Source: an optimization exercise on an open RTL-to-GDS flow (aim: a short achievable clock period and few clock cycles). Production flows keep margins and buffers that such runs may drop.
The RTL was checked by simulation tests, not by an equivalence proof against the original design.

==> inputs of nickel <==
==> flow/design.v (excerpt) <==
module cpuCore (
    input  logic            clk,
    input  logic            reset,
    input  cpuPkg::dataWord instrData,
    input  cpuPkg::dataWord dataRData,
    output cpuPkg::dataWord instrAddr,
    output cpuPkg::dataWord dataAddr,
    output cpuPkg::dataWord dataWData,
    output logic            dataWrite
);
==> flow/config.mk <==
export PLATFORM = sky130hd
export DESIGN_NAME = cpuCore
export DESIGN_NICKNAME = cpuCore
export VERILOG_FILES = /design/flow/design.v
export SDC_FILE = /design/flow/constraint.sdc
export NUM_CORES = 4
export LEC_CHECK = 0
export CAP_MARGIN = 20
export CORE_MARGIN = 2
export CORE_UTILIZATION = 45
export SLEW_MARGIN = 20
export TNS_END_PERCENT = 10
==> flow/constraint.sdc <==
create_clock -name core_clock -period 10.0 [get_ports {clk}]
set_input_delay 2.0000 -clock core_clock [delete_from_list [all_inputs] [get_ports {clk}]]
set_output_delay 2.0000 -clock core_clock [all_outputs]
set_load 0.01 [all_outputs]
standard.sh (not shown) runs the stock make flow with config.mk's settings and CLKGATE_MAP_FILE= SYNTH_SCRIPT=/design/flow/synth_recipe.tcl, a recipe that flattens the netlist after the stock synthesis.
==> flow/flow/run.sh <==
#!/bin/bash
# The standard layout (same synthesis, floorplan, constraints and steps), with a larger
# setup margin for ORFS's timing repair so that it keeps shortening the critical paths
# beyond the 10 ns constraint. Make's full output goes to make.log in this folder; ORFS
# also keeps each step's log under orfs/logs/.
set -euo pipefail
bash standard.sh SETUP_SLACK_MARGIN=7.5 finish > make.log 2>&1
==> inputs of maple, as changes to nickel <==
--- a/flow/design.v
+++ b/flow/design.v
@@ -85,18 +85,16 @@
     word skid, skidPc, skidPc4, skidT;
     logic irV, irP;
     word ir, irPc, irPc4, irT;
     logic exLoad, exStore, exBr, exBne, exJr, exJal, exPred, exBtb;
     word exPc, exTgt;
     logic exAnd, exOr, exSlt;
     ridx exDest;
     word exA, exB, exC, exAlt;
-    logic exBXp, exBXn, exBMp, exBMn, exBRp, exBRn;
-    word opBs, exBn, mResultN, rValN;
     logic exAX, exAM, exAR, exBX, exBM, exBR, exCX, exCM, exCR, exCtl, exInv, exAddSub, exNeg;
     logic [8:0] exSel;
     ridx mDest, wDest, rDest;
     logic mLoad, mStore, wLoad;
     word mResult, mAddr, mWData, wResult, rVal;
     logic stall, kill, dRedirect;
     word killTarget, dTarget;
     logic [5:0] opcode, funct;
@@ -274,18 +272,17 @@
                     skidT <= fetchT;
                 end else if (kill) begin
                     skidV <= 1'b0;
                 end
                 skidFull <= 1'b1;
             end
         end
     end
-    logic aM, aR, bM, bR, dNeg;
-    assign dNeg = isR && (funct == cpuPkg::fnSubu || funct == cpuPkg::fnSlt);
+    logic aM, aR, bM, bR;
     always_ff @(posedge clk) begin
         if (reset || stall || !irV) begin
             exDest <= '0;
             exLoad <= 1'b0;
             exStore <= 1'b0;
             exBr <= 1'b0;
             exJr <= 1'b0;
             exJal <= 1'b0;
@@ -313,52 +310,42 @@
         aM = fAM && !(isJal || isLui);
         aR = fAR && !(isJal || isLui);
         if (isJal) exB <= pc8;
         else if (isLui) exB <= {ir[15:0], 16'b0};
         else if (isOri) exB <= zImm;
         else if (isAddiu || isLw || isSw) exB <= sImm;
         else if (isJr) exB <= irP ? irT : rasTop;
         else exB <= valB;
-        exBn <= ~valB;
         bM = fBM && (isAlu3 || isBeq || isBne);
         bR = fBR && (isAlu3 || isBeq || isBne);
         exAX <= !aM && !aR;
         exAM <= aM;
         exAR <= aR;
         exBX <= !bM && !bR;
         exBM <= bM;
         exBR <= bR;
-        exBXp <= !bM && !bR && !dNeg;
-        exBXn <= !bM && !bR && dNeg;
-        exBMp <= bM && !dNeg;
-        exBMn <= bM && dNeg;
-        exBRp <= bR && !dNeg;
-        exBRn <= bR && dNeg;
         exSel <= {!aM && !aR && !bM && !bR, !aM && !aR && bM, !aM && !aR && bR,
                   aM && !bM && !bR, aM && bM, aM && bR,
                   aR && !bM && !bR, aR && bM, aR && bR};
         exInv <= isJr || (isBne ^ (irP || ir[15]));
         exAddSub <= isAddiu || isLw || isSw || isR && (funct == cpuPkg::fnAddu || funct == cpuPkg::fnSubu);
-        exNeg <= dNeg;
+        exNeg <= isR && (funct == cpuPkg::fnSubu || funct == cpuPkg::fnSlt);
         exC <= valB;
         exCX <= !fBM && !fBR;
         exCM <= fBM;
         exCR <= fBR;
     end
     word opA, opB, opC, sum, aluOut;
     logic eq, lt, taken;
     assign opA = ({32{exAX}} & exA) | ({32{exAM}} & mResult) | ({32{exAR}} & rVal);
-    assign opBs = ({32{exBXp}} & exB) | ({32{exBXn}} & exBn) |
-                  ({32{exBMp}} & mResult) | ({32{exBMn}} & mResultN) |
-                  ({32{exBRp}} & rVal) | ({32{exBRn}} & rValN);
     assign opB = ({32{exBX}} & exB) | ({32{exBM}} & mResult) | ({32{exBR}} & rVal);
     assign opC = ({32{exCX}} & exC) | ({32{exCM}} & mResult) | ({32{exCR}} & rVal);
-    assign sum = ksAdd(opA, opBs, exNeg);
-    assign lt  = (opA[31] == opBs[31]) ? opA[31] : sum[31];
+    assign sum = ksAdd(opA, opB ^ {32{exNeg}}, exNeg);
+    assign lt  = (opA[31] != opB[31]) ? opA[31] : sum[31];
     assign aluOut = ({32{exAddSub}} & sum) | ({32{exAnd}} & (opA & opB)) |
                     ({32{exOr}} & (opA | opB)) | {31'b0, exSlt && lt};
     logic [8:0] eqs;
     assign eqs = {exA == exB, exA == mResult, exA == rVal,
                   mResult == exB, 1'b1, mResult == rVal,
                   rVal == exB, rVal == mResult, 1'b1};
     assign eq = |(exSel & eqs);
     assign taken = exBne ? !eq : eq;
@@ -370,17 +357,16 @@
             mLoad <= 1'b0;
             mStore <= 1'b0;
         end else begin
             mDest <= exDest;
             mLoad <= exLoad;
             mStore <= exStore;
         end
         mResult <= aluOut;
-        mResultN <= ~aluOut;
         mAddr <= sum;
         insReq <= !reset && !exBtb && ((exBr && taken) || exJal || exJr);
         insKey <= exPc;
         insT <= exTgt;
         insRet <= exJr;
         mWData <= opC;
     end
     assign dataAddr  = mAddr;
@@ -393,11 +379,10 @@
             rDest <= '0;
         end else begin
             wDest <= mDest;
             wLoad <= mLoad;
             rDest <= wDest;
         end
         wResult <= mResult;
         rVal <= wLoad ? dataRData : wResult;
-        rValN <= ~(wLoad ? dataRData : wResult);
     end
 endmodule
==> flow/config.mk (replaced) <==
export PLATFORM = sky130hd
export DESIGN_NAME = cpuCore
export DESIGN_NICKNAME = cpuCore
export VERILOG_FILES = /design/flow/design.v
export SDC_FILE = /design/flow/constraint.sdc
export NUM_CORES = 4
export LEC_CHECK = 0
export CAP_MARGIN = 20
export CORE_MARGIN = 2
export CORE_UTILIZATION = 25
export SLEW_MARGIN = 20
export TNS_END_PERCENT = 10
==> inputs of quartz, as changes to nickel <==
--- a/flow/design.v
+++ b/flow/design.v
@@ -85,18 +85,16 @@
     word skid, skidPc, skidPc4, skidT;
     logic irV, irP;
     word ir, irPc, irPc4, irT;
     logic exLoad, exStore, exBr, exBne, exJr, exJal, exPred, exBtb;
     word exPc, exTgt;
     logic exAnd, exOr, exSlt;
     ridx exDest;
     word exA, exB, exC, exAlt;
-    logic exBXp, exBXn, exBMp, exBMn, exBRp, exBRn;
-    word opBs, exBn, mResultN, rValN;
     logic exAX, exAM, exAR, exBX, exBM, exBR, exCX, exCM, exCR, exCtl, exInv, exAddSub, exNeg;
     logic [8:0] exSel;
     ridx mDest, wDest, rDest;
     logic mLoad, mStore, wLoad;
     word mResult, mAddr, mWData, wResult, rVal;
     logic stall, kill, dRedirect;
     word killTarget, dTarget;
     logic [5:0] opcode, funct;
@@ -274,18 +272,17 @@
                     skidT <= fetchT;
                 end else if (kill) begin
                     skidV <= 1'b0;
                 end
                 skidFull <= 1'b1;
             end
         end
     end
-    logic aM, aR, bM, bR, dNeg;
-    assign dNeg = isR && (funct == cpuPkg::fnSubu || funct == cpuPkg::fnSlt);
+    logic aM, aR, bM, bR;
     always_ff @(posedge clk) begin
         if (reset || stall || !irV) begin
             exDest <= '0;
             exLoad <= 1'b0;
             exStore <= 1'b0;
             exBr <= 1'b0;
             exJr <= 1'b0;
             exJal <= 1'b0;
@@ -313,52 +310,42 @@
         aM = fAM && !(isJal || isLui);
         aR = fAR && !(isJal || isLui);
         if (isJal) exB <= pc8;
         else if (isLui) exB <= {ir[15:0], 16'b0};
         else if (isOri) exB <= zImm;
         else if (isAddiu || isLw || isSw) exB <= sImm;
         else if (isJr) exB <= irP ? irT : rasTop;
         else exB <= valB;
-        exBn <= ~valB;
         bM = fBM && (isAlu3 || isBeq || isBne);
         bR = fBR && (isAlu3 || isBeq || isBne);
         exAX <= !aM && !aR;
         exAM <= aM;
         exAR <= aR;
         exBX <= !bM && !bR;
         exBM <= bM;
         exBR <= bR;
-        exBXp <= !bM && !bR && !dNeg;
-        exBXn <= !bM && !bR && dNeg;
-        exBMp <= bM && !dNeg;
-        exBMn <= bM && dNeg;
-        exBRp <= bR && !dNeg;
-        exBRn <= bR && dNeg;
         exSel <= {!aM && !aR && !bM && !bR, !aM && !aR && bM, !aM && !aR && bR,
                   aM && !bM && !bR, aM && bM, aM && bR,
                   aR && !bM && !bR, aR && bM, aR && bR};
         exInv <= isJr || (isBne ^ (irP || ir[15]));
         exAddSub <= isAddiu || isLw || isSw || isR && (funct == cpuPkg::fnAddu || funct == cpuPkg::fnSubu);
-        exNeg <= dNeg;
+        exNeg <= isR && (funct == cpuPkg::fnSubu || funct == cpuPkg::fnSlt);
         exC <= valB;
         exCX <= !fBM && !fBR;
         exCM <= fBM;
         exCR <= fBR;
     end
     word opA, opB, opC, sum, aluOut;
     logic eq, lt, taken;
     assign opA = ({32{exAX}} & exA) | ({32{exAM}} & mResult) | ({32{exAR}} & rVal);
-    assign opBs = ({32{exBXp}} & exB) | ({32{exBXn}} & exBn) |
-                  ({32{exBMp}} & mResult) | ({32{exBMn}} & mResultN) |
-                  ({32{exBRp}} & rVal) | ({32{exBRn}} & rValN);
     assign opB = ({32{exBX}} & exB) | ({32{exBM}} & mResult) | ({32{exBR}} & rVal);
     assign opC = ({32{exCX}} & exC) | ({32{exCM}} & mResult) | ({32{exCR}} & rVal);
-    assign sum = ksAdd(opA, opBs, exNeg);
-    assign lt  = (opA[31] == opBs[31]) ? opA[31] : sum[31];
+    assign sum = ksAdd(opA, opB ^ {32{exNeg}}, exNeg);
+    assign lt  = (opA[31] != opB[31]) ? opA[31] : sum[31];
     assign aluOut = ({32{exAddSub}} & sum) | ({32{exAnd}} & (opA & opB)) |
                     ({32{exOr}} & (opA | opB)) | {31'b0, exSlt && lt};
     logic [8:0] eqs;
     assign eqs = {exA == exB, exA == mResult, exA == rVal,
                   mResult == exB, 1'b1, mResult == rVal,
                   rVal == exB, rVal == mResult, 1'b1};
     assign eq = |(exSel & eqs);
     assign taken = exBne ? !eq : eq;
@@ -370,17 +357,16 @@
             mLoad <= 1'b0;
             mStore <= 1'b0;
         end else begin
             mDest <= exDest;
             mLoad <= exLoad;
             mStore <= exStore;
         end
         mResult <= aluOut;
-        mResultN <= ~aluOut;
         mAddr <= sum;
         insReq <= !reset && !exBtb && ((exBr && taken) || exJal || exJr);
         insKey <= exPc;
         insT <= exTgt;
         insRet <= exJr;
         mWData <= opC;
     end
     assign dataAddr  = mAddr;
@@ -393,11 +379,10 @@
             rDest <= '0;
         end else begin
             wDest <= mDest;
             wLoad <= mLoad;
             rDest <= wDest;
         end
         wResult <= mResult;
         rVal <= wLoad ? dataRData : wResult;
-        rValN <= ~(wLoad ? dataRData : wResult);
     end
 endmodule
==> impl_metrics.ini <==
[outcome]
status = no timing/DRC/antenna violations

[critical_path]
cp.arrival_ps = 4630
cp.depth = 14
critPathSlowestCell = o41ai_4

[global_route]
grt_usage = 0.184
grt_pass1_vias = 76424

[worst_hold_path]
hp-start = irPc[6]
holdPathEnd = exPc[6]

[detailed_routing]
num_vias = 82483

[power_and_ir_drop]
vdd_drop_max_mv = 0.151

[cells_and_area]
final_cell_mix = 1962 x edfxtp_1, 1014 x and2_1, 671 x mux4_2, 564 x buf_4, 483 x dfxtp_1
nFillCells = 46703
multiInputGateArea_mm2 = 0.0489
area_delta_synth_final_pct = 26.4

[sta]
min_period_over_period = 0.379

[clocking]
clock_sinks = 2624
# the run above: maple

==> impl_metrics.ini <==
[outcome]
status = no timing/DRC/antenna violations

[cells_and_area]
nFillCells = 21662
final_cell_mix = 1962 x edfxtp_1, 980 x and2_1, 670 x mux4_2, 582 x dfxtp_1, 543 x buf_4
layout_commonest_cell = edfxtp_1
area_delta_synth_final_pct = 24.2
multiInputGateArea_mm2 = 0.0505

[global_route]
grt_pass1_vias = 82631
grt_usage = 0.353

[critical_path]
cp.depth = 15
critPathSlowestCell = a222oi_1
cp.arrival_ps = 4920
reg2reg_depth = 15

[power_and_ir_drop]
vdd_drop_max_mv = 0.168

[clocking]
clock_sinks = 2726

[sta]
min_period_over_period = 0.412

[die]
initial_utilization = 0.453

[worst_hold_path]
hp-start = exPc[19]
holdPathEnd = insKey[19]

[detailed_routing]
num_vias = 87772
# the run above: nickel

==> impl_metrics.ini <==
[clocking]
cts_hold_buf = 0
clock_sinks = 2624

[die]
core_mm2 = 0.266

[power_and_ir_drop]
vdd_drop_max_mv = 0.138

[critical_path]
critPathSlowestCell = xor2_1
cp_num_buf_inv = 1
cp.arrival_ps = 4770

[outcome]
status = no timing/DRC/antenna violations

[detailed_routing]
num_vias = 85410

[cells_and_area]
area_delta_synth_final_pct = 25.8
nFillCells = 20566

[global_route]
grt_usage = 0.326
grt_pass1_vias = 78025

[worst_hold_path]
hp-start = exTgt[20]

[sta]
min_period_over_period = 0.390
# the run above: quartz

Testbench counts of nickel, summed over its fixed seeds: cycles 53,671.
Testbench counts of maple, summed over its fixed seeds: cycles 53,671.
Testbench counts of quartz, summed over its fixed seeds: cycles 53,671.

port drivers added, routing unchanged:
No port has a modelled driver above. Below, the same layouts with a new extraction and two added sets of constraints. Step 1 sets driving cells, clkbuf_16 on the clock port and buf_2 on the other inputs (assumed; they add their load-dependent delay and slew). Step 2, shift: input delay + t, output delay - t, t = (earliest + latest rising clock arrival at the registers) / 2. This alone moves slack from input paths to output paths. Slacks: ideal ports / drivers / drivers and shift; pairs: ideal ports / drivers.
run	t, ns	setup slack, ns	latest minus earliest clock arrival (ns)	worst slew at a driven data input, ns
nickel	1.004	5.878 / 5.878 / 5.396	0.085 / 0.085	0.45
maple	1.030	6.211 / 6.211 / 5.638	0.092 / 0.091	0.23
quartz	1.002	6.098 / 6.098 / 5.475	0.067 / 0.067	0.04
After both steps setup and hold are still met in every run listed. The setup slack of quartz, which loses most, moves by 0.000 ns with the drivers and by -0.623 ns with both steps.
